Context: an optimization exercise on an open-source flow, tuned for small area, a short achievable clock period and few clock cycles per item. The choices shown serve that exercise and are no tape-out recipe.

Setup of v6:
==> flow/design.v <==
package ece571f23_g5_aes_pkg;
  localparam int AES_STATE_BYTES = 16;
endpackage
module ece571f23_g5_aes_sbox_in (
  input  logic [7:0] a,
  input  logic       inv,
  output logic [7:0] x
);
  wire t0 = a[0] ^ a[6];
  wire t1 = a[1] ^ t0;
  wire t2 = a[4] ^ a[7];
  wire t3 = a[5] ^ a[7];
  wire t4 = a[0] ^ a[3];
  wire t5 = a[2] ^ t1;
  wire t6 = a[4] ^ a[5];
  assign x[0] = inv ? (a[4] ^ a[6] ^ 1'b1) : (a[5] ^ t1);
  assign x[1] = inv ? (a[3] ^ t1 ^ 1'b1) : (t0 ^ t3);
  assign x[2] = inv ? (t2) : (t3 ^ t5);
  assign x[3] = inv ? (a[4] ^ t1 ^ 1'b1) : (t0 ^ t6);
  assign x[4] = inv ? (a[4] ^ t4 ^ 1'b1) : (a[5] ^ t0);
  assign x[5] = inv ? (t1 ^ t6) : (a[3] ^ t5);
  assign x[6] = inv ? (a[6] ^ t2 ^ 1'b1) : (a[1] ^ t2 ^ t4);
  assign x[7] = inv ? (a[2] ^ t3 ^ 1'b1) : (a[0]);
endmodule
module ece571f23_g5_aes_gf_inv_pre (
  input  logic [7:0]  x,
  output logic [11:0] p
);
  function automatic logic [1:0] m4(input logic [1:0] a, input logic [1:0] b);
    logic e;
    e  = (a[1] ^ a[0]) & (b[1] ^ b[0]);
    m4 = {(a[1] & b[1]) ^ e, (a[0] & b[0]) ^ e};
  endfunction
  function automatic logic [1:0] k4(input logic [1:0] a);
    k4 = {a[1] ^ a[0], a[1]};
  endfunction
  function automatic logic [3:0] m16(input logic [3:0] a, input logic [3:0] b);
    logic [1:0] e;
    e   = k4(m4(a[3:2] ^ a[1:0], b[3:2] ^ b[1:0]));
    m16 = {m4(a[3:2], b[3:2]) ^ e, m4(a[1:0], b[1:0]) ^ e};
  endfunction
  function automatic logic [3:0] sqnu(input logic [3:0] v);
    sqnu = {v[0] ^ v[2], v[1] ^ v[3], v[1], v[0] ^ v[1]};
  endfunction
  assign p = {x, m16(x[7:4], x[3:0]) ^ sqnu(x[7:4] ^ x[3:0])};
endmodule
module ece571f23_g5_aes_gf_inv_post (
  input  logic [11:0] p,
  output logic [7:0]  y
);
  function automatic logic [1:0] m4(input logic [1:0] a, input logic [1:0] b);
    logic e;
    e  = (a[1] ^ a[0]) & (b[1] ^ b[0]);
    m4 = {(a[1] & b[1]) ^ e, (a[0] & b[0]) ^ e};
  endfunction
  function automatic logic [1:0] k4(input logic [1:0] a);
    k4 = {a[1] ^ a[0], a[1]};
  endfunction
  function automatic logic [3:0] m16(input logic [3:0] a, input logic [3:0] b);
    logic [1:0] e;
    e   = k4(m4(a[3:2] ^ a[1:0], b[3:2] ^ b[1:0]));
    m16 = {m4(a[3:2], b[3:2]) ^ e, m4(a[1:0], b[1:0]) ^ e};
  endfunction
  function automatic logic [3:0] inv16(input logic [3:0] a);
    logic [1:0] s, d, di;
    s     = a[3:2] ^ a[1:0];
    d     = m4(a[3:2], a[1:0]) ^ k4({s[0], s[1]});
    di    = {d[0], d[1]};
    inv16 = {m4(a[1:0], di), m4(a[3:2], di)};
  endfunction
  logic [3:0] di;
  assign di = inv16(p[3:0]);
  assign y  = {m16(p[7:4], di), m16(p[11:8], di)};
endmodule
module ece571f23_g5_aes_gf_inv (
  input  logic [7:0] x,
  output logic [7:0] y
);
  logic [11:0] p;
  ece571f23_g5_aes_gf_inv_pre  u_pre  (.x(x), .p(p));
  ece571f23_g5_aes_gf_inv_post u_post (.p(p), .y(y));
endmodule
module ece571f23_g5_aes_sbox_out (
  input  logic [7:0] y,
  input  logic       inv,
  output logic [7:0] s
);
  wire t0 = y[0] ^ y[6];
  wire t1 = y[1] ^ y[4];
  wire t2 = y[3] ^ t0;
  wire t3 = y[2] ^ t2;
  wire t4 = y[0] ^ t1;
  wire t5 = y[5] ^ y[7];
  assign s[0] = inv ? (y[7]) : (y[3] ^ t1 ^ 1'b1);
  assign s[1] = inv ? (y[0] ^ y[4]) : (t4 ^ 1'b1);
  assign s[2] = inv ? (y[2] ^ t4) : (t2 ^ t5);
  assign s[3] = inv ? (y[7] ^ t1 ^ t2) : (y[1] ^ t3);
  assign s[4] = inv ? (y[3] ^ y[4]) : (y[2] ^ t0);
  assign s[5] = inv ? (t3 ^ t5) : (y[3] ^ y[5] ^ 1'b1);
  assign s[6] = inv ? (y[4] ^ y[5] ^ t3) : (y[2] ^ y[6] ^ 1'b1);
  assign s[7] = inv ? (t1) : (t0);
endmodule
module ece571f23_g5_aes_sbox (
  output logic [7:0] out,
  input  logic [7:0] in,
  input  logic       inv
);
  logic [7:0] x, y;
  ece571f23_g5_aes_sbox_in  u_in  (.a(in), .inv(inv), .x(x));
  ece571f23_g5_aes_gf_inv   u_inv (.x(x), .y(y));
  ece571f23_g5_aes_sbox_out u_out (.y(y), .inv(inv), .s(out));
endmodule
module ece571f23_g5_aes_subbytes_seq (
  input  logic         clk,
  input  logic         rst,
  input  logic         in_valid,
  output logic         in_ready,
  input  logic         in_inverse,
  input  logic [127:0] datain,
  output logic         out_valid,
  input  logic         out_ready,
  output logic [127:0] dataout,
  output logic         busy
);
  logic         v1_q, v2_q;
  logic         inv1_q, inv2_q;
  logic [127:0] x_d, x_q, y_d, y_q;
  logic         adv;
  for (genvar k = 0; k < 16; k++) begin : g_lane
    ece571f23_g5_aes_sbox_in u_in (
      .a   (datain[8*k +: 8]),
      .inv (in_inverse),
      .x   (x_d[8*k +: 8])
    );
    ece571f23_g5_aes_gf_inv u_inv (
      .x (x_q[8*k +: 8]),
      .y (y_d[8*k +: 8])
    );
    ece571f23_g5_aes_sbox_out u_out (
      .y   (y_q[8*k +: 8]),
      .inv (inv2_q),
      .s   (dataout[8*k +: 8])
    );
  end
  assign adv = !v2_q || out_ready;
  always_ff @(posedge clk) begin
    if (rst) begin
      v1_q <= 1'b0;
      v2_q <= 1'b0;
    end else if (adv) begin
      v1_q <= in_valid;
      v2_q <= v1_q;
    end
  end
  always_ff @(posedge clk) begin
    if (adv && in_valid) begin
      x_q    <= x_d;
      inv1_q <= in_inverse;
    end
  end
  always_ff @(posedge clk) begin
    if (adv && v1_q) begin
      y_q    <= y_d;
      inv2_q <= inv1_q;
    end
  end
  assign in_ready  = adv;
  assign out_valid = v2_q;
  assign busy      = v1_q || v2_q;
endmodule
clock: 17.5 ns
lec_check: 0
cap_margin: 20
core_margin: 2
core_utilization: 40
setup_slack_margin: 1.0
slew_margin: 20
standard.sh (not shown) runs the stock make flow with config.mk's settings and CLKGATE_MAP_FILE= SYNTH_SCRIPT=/design/flow/synth_recipe.tcl, a recipe that flattens the netlist after the stock synthesis.
==> flow/flow/run.sh <==
#!/bin/bash
# Layout flow: the standard flow (standard.sh), with one change to synthesis:
# ABC maps the logic with an area-recovering script (flow/abc_area.script)
# instead of ORFS's delay script. Registers are mapped before ABC, so they are
# the standard synthesis's registers, with the same names and cells.
set -euo pipefail
W=$(pwd)
cat > "$W/area_synth.tcl" <<TCL
proc abc {args} {
  set i [lsearch -exact \$args -script]
  if {\$i >= 0} {
    set args [lreplace \$args \$i [expr {\$i + 1}] -script $W/flow/abc_area.script]
  }
  yosys abc {*}\$args
}
source $W/synth_recipe.tcl
TCL
bash "$W/standard.sh" SYNTH_SCRIPT="$W/area_synth.tcl" finish > "$W/standard_flow.log" 2>&1
==> flow/flow/abc_area.script <==
strash
&get -n
&dch -f
&nf -R 1000
&put
topo
stime -c
Changes in v7 relative to v6:
--- a/flow/design.v
+++ b/flow/design.v
@@ -122,24 +122,29 @@
   output logic [127:0] dataout,
   output logic         busy
 );
   logic         v1_q, v2_q;
   logic         inv1_q, inv2_q;
-  logic [127:0] x_d, x_q, y_d, y_q;
+  logic [127:0] x_d, x_q, y;
+  logic [191:0] p_d, p_q;
   logic         adv;
   for (genvar k = 0; k < 16; k++) begin : g_lane
     ece571f23_g5_aes_sbox_in u_in (
       .a   (datain[8*k +: 8]),
       .inv (in_inverse),
       .x   (x_d[8*k +: 8])
     );
-    ece571f23_g5_aes_gf_inv u_inv (
+    ece571f23_g5_aes_gf_inv_pre u_pre (
       .x (x_q[8*k +: 8]),
-      .y (y_d[8*k +: 8])
+      .p (p_d[12*k +: 12])
+    );
+    ece571f23_g5_aes_gf_inv_post u_post (
+      .p (p_q[12*k +: 12]),
+      .y (y[8*k +: 8])
     );
     ece571f23_g5_aes_sbox_out u_out (
-      .y   (y_q[8*k +: 8]),
+      .y   (y[8*k +: 8]),
       .inv (inv2_q),
       .s   (dataout[8*k +: 8])
     );
   end
   assign adv = !v2_q || out_ready;
@@ -158,11 +163,11 @@
       inv1_q <= in_inverse;
     end
   end
   always_ff @(posedge clk) begin
     if (adv && v1_q) begin
-      y_q    <= y_d;
+      p_q    <= p_d;
       inv2_q <= inv1_q;
     end
   end
   assign in_ready  = adv;
   assign out_valid = v2_q;
Notes after the runs:
- Diff v6..v7 | clock input transition at the sequential cells of the worst setup and hold paths | negligible
- Going from v6 to v7, wire length on met3 shrinks by 8.1%.
- Row achievable clock frequency: v7 lower / v6 higher
- Diff v6 -> v7: transition time of the tightest slew-check pin shows an increase of 0.15 ns; die boundary width shows an increase of about 6%; register-to-register slack shows an increase of 1.75 ns.
- v7 — depth of the worst register-to-register path 13 lower, v6 as reference
- Relative to v6, the count of buffer and inverter cells on the critical path of v7 is lower by 1.
- In v7, met2 track utilization from global routing is lower than in v6.
- Going from v6 to v7, layout sequential cell count now sits higher; worst-case setup slack after placement now sits lower.
- Comparing v6 and v7, critical path depth in cells is lower on v6.
Function was not checked in any run of this note: the RTL went through the layout flow alone.

---

Setup of lane 1:
Starts from the design.v that is shown in full above.
export LEC_CHECK = 0
export CAP_MARGIN = 20
export CORE_MARGIN = 2
export CORE_UTILIZATION = 40
export SETUP_SLACK_MARGIN = 1.0
export SLEW_MARGIN = 20
create_clock -name core_clock -period 17.5 [get_ports {clk}]
==> flow/flow/run.sh <==
#!/bin/bash
# Layout flow: the standard flow (standard.sh), with one change to synthesis:
# ABC maps the logic with an area-recovering script (flow/abc_area.script)
# instead of ORFS's delay script. Registers are mapped before ABC, so they are
# the standard synthesis's registers, with the same names and cells.
set -euo pipefail
W=$(pwd)
cat > "$W/area_synth.tcl" <<TCL
proc abc {args} {
  set i [lsearch -exact \$args -script]
  if {\$i >= 0} {
    set args [lreplace \$args \$i [expr {\$i + 1}] -script $W/flow/abc_area.script]
  }
  yosys abc {*}\$args
}
source $W/synth_recipe.tcl
TCL
bash "$W/standard.sh" SYNTH_SCRIPT="$W/area_synth.tcl" BUFFER_PORTS_ARGS="-buffer_cell sky130_fd_sc_hd__buf_1" finish > "$W/standard_flow.log" 2>&1
Scripts as last shown in full above: flow/flow/abc_area.script
[inputs] lane 2 vs lane 1
diff --git a/flow/design.v b/flow/design.v
--- a/flow/design.v
+++ b/flow/design.v
@@ -122,10 +122,11 @@
   output logic [127:0] dataout,
   output logic         busy
 );
-  logic         v1_q, v2_q;
-  logic         inv1_q, inv2_q;
-  logic [127:0] x_d, x_q, y_d, y_q;
-  logic         adv;
+  logic         sk_v_q, v1_q, v2_q;
+  logic         sk_inv_q, inv1_q, inv2_q;
+  logic [127:0] x_d, sk_x_q, x_q, y_d, y_q;
+  logic         acc, ld2, ld1, src_v, src_inv;
+  logic [127:0] src_x;
   for (genvar k = 0; k < 16; k++) begin : g_lane
     ece571f23_g5_aes_sbox_in u_in (
       .a   (datain[8*k +: 8]),
@@ -142,29 +143,46 @@
       .s   (dataout[8*k +: 8])
     );
   end
-  assign adv = !v2_q || out_ready;
+  assign acc = in_valid && !sk_v_q;    
+  assign ld2 = !v2_q || out_ready;     
+  assign ld1 = !v1_q || ld2;           
+  assign src_v   = sk_v_q || acc;
+  assign src_x   = sk_v_q ? sk_x_q   : x_d;
+  assign src_inv = sk_v_q ? sk_inv_q : in_inverse;
   always_ff @(posedge clk) begin
     if (rst) begin
-      v1_q <= 1'b0;
-      v2_q <= 1'b0;
-    end else if (adv) begin
-      v1_q <= in_valid;
-      v2_q <= v1_q;
+      sk_v_q <= 1'b0;
+      v1_q   <= 1'b0;
+      v2_q   <= 1'b0;
+    end else begin
+      if (ld2) v2_q <= v1_q;
+      if (ld1) v1_q <= src_v;
+      if (sk_v_q) begin
+        if (ld1) sk_v_q <= 1'b0;
+      end else if (acc && !ld1) begin
+        sk_v_q <= 1'b1;
+      end
     end
   end
   always_ff @(posedge clk) begin
-    if (adv && in_valid) begin
-      x_q    <= x_d;
-      inv1_q <= in_inverse;
+    if (!sk_v_q) begin
+      sk_x_q   <= x_d;
+      sk_inv_q <= in_inverse;
     end
   end
   always_ff @(posedge clk) begin
-    if (adv && v1_q) begin
+    if (ld1 && src_v) begin
+      x_q    <= src_x;
+      inv1_q <= src_inv;
+    end
+  end
+  always_ff @(posedge clk) begin
+    if (ld2 && v1_q) begin
       y_q    <= y_d;
       inv2_q <= inv1_q;
     end
   end
-  assign in_ready  = adv;
+  assign in_ready  = !sk_v_q;
   assign out_valid = v2_q;
-  assign busy      = v1_q || v2_q;
+  assign busy      = sk_v_q || v1_q || v2_q;
 endmodule
==> run notes <==
Going from lane 1 to lane 2, the number of filler instances in the final layout was found to have gone up by 836.
Taking lane 1 as 1.0, lane 2 lands at 1.2 on first-pass GRT wire length.
In the metrics for lane 1 and lane 2, the one carrying the lower worst-case setup margin in the final layout is lane 1.
Lane 2 against lane 1; post-route cell area is up by more than 10%.
Of lane 1 and lane 2, the run reporting the higher non-clock buffer count was lane 2.
Slew at the pin closest to its max-slew limit: lane 2 vs lane 1 down 0.11 ns
Max sequential fraction of total cell area across lane 1 and lane 2: lane 2
Comparing count of placed standard cells in the final layout, fillers left out for lane 1 and lane 2, the bigger number came from lane 2.
For the global-route usage, lane 2 came in 1.1 points higher than lane 1 did.
Diff lane 1 -> lane 2: multi-input combinational area share down 5.2 points.
Routed wire length (lane 1 / lane 2): 0.828
Compared with lane 1, in lane 2 post-synthesis share of cell area spent on xor and xnor gates has decreased; sequential cell count increased 130.
Function was not checked in any run of this note: the RTL went through the layout flow alone.

port drivers added, routing unchanged:
No port has a modelled driver above. Below, the same layouts with a new extraction and two added sets of constraints. Step 1 (the two cells are an assumption about what drives the block):
set clk [get_ports {clk}]
set_driving_cell -lib_cell sky130_fd_sc_hd__clkbuf_16 $clk
set_driving_cell -lib_cell sky130_fd_sc_hd__buf_2 [delete_from_list [all_inputs] $clk]
Step 2 also shifts input and output timing later by t, the mid clock arrival at the registers, as if the neighbouring blocks saw the same clock. Slacks: ideal / step 1 / step 2; pairs: ideal / step 1.
| run | t (ns) | slack for setup (ns) | pins driven straight from the clock port |
|---|---|---|---|
| v6 | 0.593 | 9.277 / 9.251 / 9.251 | 1 |
| v7 | 0.603 | 8.631 / 8.574 / 9.177 | 1 |
| lane 1 | 0.595 | 10.081 / 10.059 / 10.059 | 1 |
| lane 2 | 0.635 | 11.258 / 11.199 / 11.597 | 1 |
After both steps every run listed still meets setup and hold. The setup slack of v6, which loses most, moves by -0.026 ns with the drivers and by -0.026 ns with both steps.
